From an optimization exercise on the open Yosys and OpenROAD flow, aimed at small area; shortcuts taken in it are not production practice.
In this exercise RTL edits were held to simulation tests only and were not proved equivalent to the original.
Power and IR drop assume default switching activity.

**flow/constraint.sdc**
```tcl
create_clock -name core_clock -period 7.0 [get_ports {clk}]
set_input_delay 1.4000 -clock core_clock [delete_from_list [all_inputs] [get_ports {clk}]]
set_output_delay 1.4000 -clock core_clock [all_outputs]
set_load 0.01 [all_outputs]
```
**flow/run.sh**
```bash
#!/bin/bash
# synth_recipe.tcl (not shown) runs the flow's synth.tcl, then flattens the netlist and writes it again
# the make line also repeats each setting of config.mk as NAME=value (left out here)
make -C /OpenROAD-flow-scripts/flow DESIGN_CONFIG=/design/flow/config.mk WORK_HOME=/design/flow/orfs CLKGATE_MAP_FILE= SYNTH_SCRIPT=/design/flow/synth_recipe.tcl finish
```
**flow/design.v**
```verilog
module ram_bist #(
    parameter int DATA_W = 16,
    parameter int ADDR_W = 8
) (
    input  logic              clk,
    input  logic              rst,
    input  logic              start,
    input  logic [1:0]        mode,
    input  logic              fault_en,
    input  logic [ADDR_W-1:0] fault_addr,
    input  logic              usr_we,
    input  logic [ADDR_W-1:0] usr_waddr,
    input  logic [DATA_W-1:0] usr_wdata,
    input  logic [DATA_W-1:0] usr_mask,
    input  logic              usr_re,
    input  logic [ADDR_W-1:0] usr_raddr,
    output logic [DATA_W-1:0] usr_rdata,
    output logic              usr_rvalid,
    output logic              busy,
    output logic              done,
    output logic              pass,
    output logic [ADDR_W:0]   err_count,
    output logic [ADDR_W-1:0] err_addr
);
    localparam int N = 1 << ADDR_W;
    typedef enum logic [2:0] {IDLE, WRITE, READ, DRAIN, DONE} state_t;
    state_t            state;
    state_t            state_nx;
    logic [ADDR_W-1:0] addr_cnt;
    logic [1:0]        mode_q;
    logic              user_phase;
    logic              start_acc;
    logic              last_addr;
    logic              ram_we;
    logic [ADDR_W-1:0] ram_waddr;
    logic [DATA_W-1:0] ram_wdata;
    logic [DATA_W-1:0] ram_mask;
    logic              ram_re;
    logic [ADDR_W-1:0] ram_raddr;
    logic [DATA_W-1:0] ram_rdata;
    logic              chk_q;
    logic [DATA_W-1:0] exp_q;
    logic [ADDR_W-1:0] exp_addr_q;
    logic [DATA_W-1:0] mem [N];
    function automatic logic [DATA_W-1:0] pattern(input logic [1:0] m, input logic [ADDR_W-1:0] a);
        logic [DATA_W-1:0] chk;
        logic [DATA_W-1:0] p;
        for (int i = 0; i < DATA_W; i++) chk[i] = (i % 2 == 1);
        case (m)
            2'd0:    p = '1;
            2'd1:    p = a[0] ? ~chk : chk;
            2'd2:    p = {{(DATA_W-ADDR_W){1'b0}}, a};
            default: p = ~{{(DATA_W-ADDR_W){1'b0}}, a};
        endcase
        pattern = p;
    endfunction
    assign user_phase = (state == IDLE) || (state == DONE);
    assign start_acc  = user_phase && start;
    assign last_addr  = &addr_cnt;
    assign busy       = (state == WRITE) || (state == READ) || (state == DRAIN);
    assign pass       = done && (err_count == '0);
    assign usr_rdata = ram_rdata;
    always_ff @(posedge clk) begin
        if (rst) state <= IDLE;
        else     state <= state_nx;
    end
    always_comb begin
        state_nx  = state;
        ram_we    = 1'b0;
        ram_waddr = usr_waddr;
        ram_wdata = usr_wdata;
        ram_mask  = usr_mask;
        ram_re    = 1'b0;
        ram_raddr = usr_raddr;
        case (state)
            IDLE, DONE: begin
                ram_re = usr_re;
                if (start) state_nx = WRITE;
                else       ram_we   = usr_we;
            end
            WRITE: begin
                ram_we    = 1'b1;
                ram_waddr = addr_cnt;
                ram_wdata = pattern(mode_q, addr_cnt)
                          ^ DATA_W'(fault_en && (addr_cnt == fault_addr));
                ram_mask  = '0;
                if (last_addr) state_nx = READ;
            end
            READ: begin
                ram_re    = 1'b1;
                ram_raddr = addr_cnt;
                if (last_addr) state_nx = DRAIN;
            end
            DRAIN:   state_nx = DONE;
            default: state_nx = IDLE;
        endcase
    end
    always_ff @(posedge clk) begin
        for (int i = 0; i < DATA_W; i++) begin
            if (ram_we && !ram_mask[i]) mem[ram_waddr][i] <= ram_wdata[i];
        end
        if (ram_re) ram_rdata <= mem[ram_raddr];
    end
    always_ff @(posedge clk) begin
        if (rst) begin
            addr_cnt       <= '0;
            mode_q         <= '0;
            done           <= 1'b0;
            err_count      <= '0;
            err_addr       <= '0;
            chk_q          <= 1'b0;
            exp_q          <= '0;
            exp_addr_q     <= '0;
            usr_rvalid <= 1'b0;
        end else begin
            usr_rvalid <= usr_re && user_phase && !start;
            chk_q      <= (state == READ);
            exp_q      <= pattern(mode_q, addr_cnt);
            exp_addr_q <= addr_cnt;
            if (start_acc) begin
                mode_q    <= mode;
                addr_cnt  <= '0;
                done      <= 1'b0;
                err_count <= '0;
                err_addr  <= '0;
            end else begin
                if (state == WRITE || state == READ) addr_cnt <= addr_cnt + 1'b1;
                if (state == DRAIN) done <= 1'b1;
                if (chk_q && (ram_rdata != exp_q)) begin
                    if (err_count == '0) err_addr <= exp_addr_q;
                    err_count <= err_count + 1'b1;
                end
            end
        end
    end
endmodule
```
**flow/config.mk**
```make
export PLATFORM = sky130hd
export DESIGN_NAME = ram_bist
export DESIGN_NICKNAME = ram_bist
export VERILOG_FILES = /design/flow/design.v
export SDC_FILE = /design/flow/constraint.sdc
export NUM_CORES = 4
export LEC_CHECK = 0
export CAP_MARGIN = 20
export CELL_PAD_IN_SITES_DETAIL_PLACEMENT = 1
export CELL_PAD_IN_SITES_GLOBAL_PLACEMENT = 2
export CORE_MARGIN = 2
export CORE_UTILIZATION = 40
export PLACE_DENSITY = 0.5
export SLEW_MARGIN = 20
export SYNTH_MEMORY_MAX_BITS = 8192
```
==> impl_summary.txt <==
----------------------------------------------------
[Placement]
  Number of placed instances with taps included ... 22.2k
  PortBufs ... 100
  Post-place instance area ... ~190000 um^2
  DP Wirelength ... 539000 um
  Final weighted congestion of routability-driven global placement ... 0.949

[Setup path]
  Critical path launch point type ... flip-flop
  Setup CP Type ... reg2reg
  Data required time of the critical path ... approximately 7.7 ns
  Setup crit end kind ... flip-flop
  Data arrival time of the critical path ... 6.87 ns
  Maximum fanout encountered on the critical timing path ... 27

[Detailed routing]
  DRC violation total after the first TritonRoute iteration ... between 15k and 20k
  Antenna Violating Nets Remaining ... 0
  Count of unresolved DRC violations after routing ... 0
  Detailed-routing iteration count for the pre-antenna-repair pass ... 6
  Detailed-route vias per instance ... 6.13
  Total number of vias ... ~140k
  Average routed wire per standard cell ... roughly 37 um
  Total Wirelength ... 849000 um

[Final layout]
  Number of nets in the layout ... about 17k
  Reg area ... around 120000 um^2
  Final standard cell count with taps included and fillers excluded ... ~23k
  Number of filler instances in the final layout ... 48.2k
  Fin util ... between 40 and 50%
  Layout overhead on the synthesized area ... 14.0%
  Design Area, Final ... between 200000 and 250000 um^2
  Area taken by multi-input logic gates ... 51800 um^2
  Fraction of final layout cells sized beyond drive strength 1 ... between 9 and 10%

[Job]
  Number of max-cap violations ... 0

[Synthesis]
  Ys flop type ... edfxtp_1
  Sequential-to-total area share from yosys stat ... between 60% and 70%
  Adder-cell share of the synthesized area ... less than 1%
  EDFF count, synth ... between 4k and 5k
  Net count after synthesis ... approximately 17k
  Share of Yosys cell area claimed by the top area cell type ... 67.9%
  Synth Area per Inst ... ~11 um^2
  Post-synthesis compound-gate area fraction ... 4.72%
  Yosys warning total ... 1
  Async SR Flop Fraction ... 0%
  Synthesized flop and latch total ... approximately 4.2k
  Cell type with the largest total area after synthesis ... edfxtp_1
  Largest family of logic cells by synthesized area ... simple AND/OR/NAND/NOR gates
  Cell with the most instances after synthesis ... nor2_1
  Commonest cells post-synth ... nor2_1, edfxtp_1, nand2_1
  Area share of and/or/nand/nor cells after synthesis ... a little over a fifth
  Number of different library cells in the post-synthesis netlist ... 79
  Syn Std Cell Area ... approximately 180000 um^2
  Synth top area cells ... edfxtp_1, nor2_1, nand2_1, nand3_1, clkbuf_1
  Xor/xnor cell area share of the yosys netlist ... less than 1%
  Proportion of synthesized area in mux cells ... under 10%
  Post-Synthesis Cells ... ~17k

[CTS]
  TritonCTS clock tree ... yes
  Buffer count from post-CTS setup fixing ... 0
  CTS max path bufs ... 4
  Worst-path clk slew ... 0.06 ns
  TritonCTS Buffers ... 475
  Depth of the CTS H-tree ... 5
  Root buffer cell ... clkbuf_16
  Total number of clock tree sinks ... approximately 4.2k
  Number of cells upsized or downsized after cts ... 0
  Worst-Skew Late Latency ... between 1 and 1.5 ns
  Hold-fix buffer count after cts ... 0

[Timing]
  Fin crit period ... 6.13 ns
  Normalized max-slew margin ... under 10%
  Ratio of final minimum period to clock period ... roughly 88%
  Count of final hold-check violations ... 0
  Number of slew-limit violations in the final report ... 0
  Slew at the pin closest to its max-slew limit ... about 1.4 ns
  Hold slack final ... approximately 0.47 ns
  F_max ... roughly 160 MHz
  Setup Total Neg Slack ... 0 ns
  RSZ-0062 raised after global routing ... no
  Final setup violation count ... 0
  Clk_skew ... 0.0613 ns

[Power]
  Proportion of total power due to net switching ... 39.6%
  Combinational power share ... 31.8%
  P_int ... a little under 50 mW
  Power density relative to cell area ... between 300 and 400 nW/um^2
  Part of the power in the clock network ... slightly below 30%
  Leak Pwr ... roughly 70 nW
  Switching power ... 32.6 mW
  Share of power burned in registers ... between 30% and 40%
  Max IR drop VDD ... between 300 and 400 uV

[Global routing]
  Global-route wire length before repair ... between 1000000 and 1500000 um
  Vias in the first global route ... between 100k and 150k
  Global routing usage summed across all routing layers ... between 30 and 40%
  Maximum number of pins on one net before global-route repair ... a little over 200
  Antenna violations before repair ... 93
  Gr ovfl total ... 0

[Floorplan]
  Top Ports ... around 100
  Initial core utilization ... between 40% and 50%
  Number of rows created at floorplan ... ~250
  Die span in y ... 678 um
  Core region area ... 452000 um^2
  Die footprint ... between 400000 and 500000 um^2
  Chip width ... slightly below 700 um

[Outcome]
  Run status ... no timing/DRC/antenna violations

[Worst hold path]
  Type of the worst min-delay path ... reg2reg

----------------------------------------------------
-- logic make-up after synthesis --
group                      Yosys count
AOI/OAI and AO/OA                 1294
xor gates and xnor gates            40
adders and majority gates            3
buffers and inverters             1488
DFF                               4163
muxes                              227
and+or+nand+nor                   9639
-- power groups by stage --
stage	sequential, mW	clock [mW]	combinational (mW)
floorplan	33.2	0	11.3
global placement	32.1	0	25.0
detailed placement	32.2	0	25.6
CTS	31.6	24.7	25.7
global route	31.6	25.5	26.8
finish	31.7	24.4	26.2
-- metrics by stage --
| stage | setup slack [ns] | total power, mW |
|---|---|---|
| 3_3_place_gp | -0.808 | 57.2 |
| 2_1_floorplan | -2.39 | 44.5 |
| 4_1_cts | 0.882 | 82.0 |
| 6_report | 0.871 | 82.3 |
| 3_5_place_dp | 0.245 | 57.8 |
| 5_1_grt | 0.877 | 83.9 |
-- cells in the final DEF, fill, tap and decap left out, drive strengths merged, types with 43 or more instances in the layout --
master,n
clkdlybuf4s50,100
and3,120
edfxtp,4112
mux2i,183
clkbuf,595
a22oi,116
a31oi,367
buf,707
a32oi,112
o2111ai,44
nand2,3733
o21ai,43
nand4,270
dfxtp,51
a21oi,387
clkinv,235
nand3,1102
nor2,4271
diode,44
-- registers in the layout, indices dropped and copies added (netlist names) --
signal,count
addr_cnt,8
chk_q,1
done,1
err_addr,8
err_count,9
exp_addr_q,8
exp_q,10
mem,4096
mode_q,2
ram_rdata,16
state,3
usr_rvalid,1
-- layer usage --
| layer | track usage (%) | share of wire (%) | wire, um | up-vias |
|---|---|---|---|---|
| li1 | - | - | - | 58200 |
| met1 | 49.0 | 41 | 344000 | 74800 |
| met2 | 55.6 | 45 | 379000 | 6765 |
| met3 | 7.41 | 9.2 | 78300 | 1525 |
| met4 | 17.2 | 5.6 | 47700 | 44 |
| met5 | 0 | 0.039 | 334 | - |
-- area by class of cell --
| cell class | count | share of cell area [%] |
|---|---|---|
| Clock buffer | 595 | 6.08 |
| Tap cell | 5976 | 3.61 |
| Clock inverter | 282 | 1.08 |
| Sequential cell | 4163 | 60.1 |
| Multi-Input combinational cell | 11200 | 25.0 |
| Timing Repair Buffer | 807 | 4.06 |
| Inverter | 9 | 0.0163 |
| Antenna cell | 44 | 0.0532 |
-- critical path, cell delays in order, from the launching register on --
cell,delay (ns)
dfxtp_1,0.69
or3b_4,0.53
buf_4,0.50
mux2_2,0.67
nand2_2,0.72
nor2_1,0.49
a22oi_1,0.45
nand4_1,0.42
a221oi_1,0.92
buf_4,0.27
nand3_1,0.08
-- final timing paths --
path	endpoint	slack (ns)	depth (start not counted)	from
max	ram_rdata[7]$_DFFE_PP_	0.87	10	state[0]$_SDFFE_PP0P_
min	err_addr[4]$_SDFFE_PP0P_	0.47	2	exp_addr_q[4]$_SDFF_PP0_
max reg2reg	ram_rdata[7]$_DFFE_PP_	0.87	10	state[0]$_SDFFE_PP0P_
min reg2reg	err_addr[4]$_SDFFE_PP0P_	0.47	2	exp_addr_q[4]$_SDFF_PP0_

## port drivers added, routing unchanged
How much do the figures lean on ideal ports? The routed layout below was timed once more, with nothing changed but the port constraints.
Step 1 (the two cells are an assumption about what drives the block):
set clk [get_ports {clk}]
set_driving_cell -lib_cell sky130_fd_sc_hd__clkbuf_16 $clk
set_driving_cell -lib_cell sky130_fd_sc_hd__buf_2 [delete_from_list [all_inputs] $clk]
Step 2 adds t to the input delays and takes it off the output delays; t is the mean of the earliest and latest rising clock arrival at the registers after step 1. Input paths then give back, and output paths get back, about the clock's delay inside the block.
Slacks: no drivers / after step 1 / after step 2; pairs: no drivers / after step 1.
shift t [ns]: 1.138
slack for setup (ns): 0.871 / 0.871 / 0.160
latest minus earliest clock arrival (ns): 0.068 / 0.068
pins driven straight from the clock port: 1
After both steps this run still meets setup and hold. The setup slack of this run moves by 0.000 ns with the drivers and by -0.711 ns with both steps.
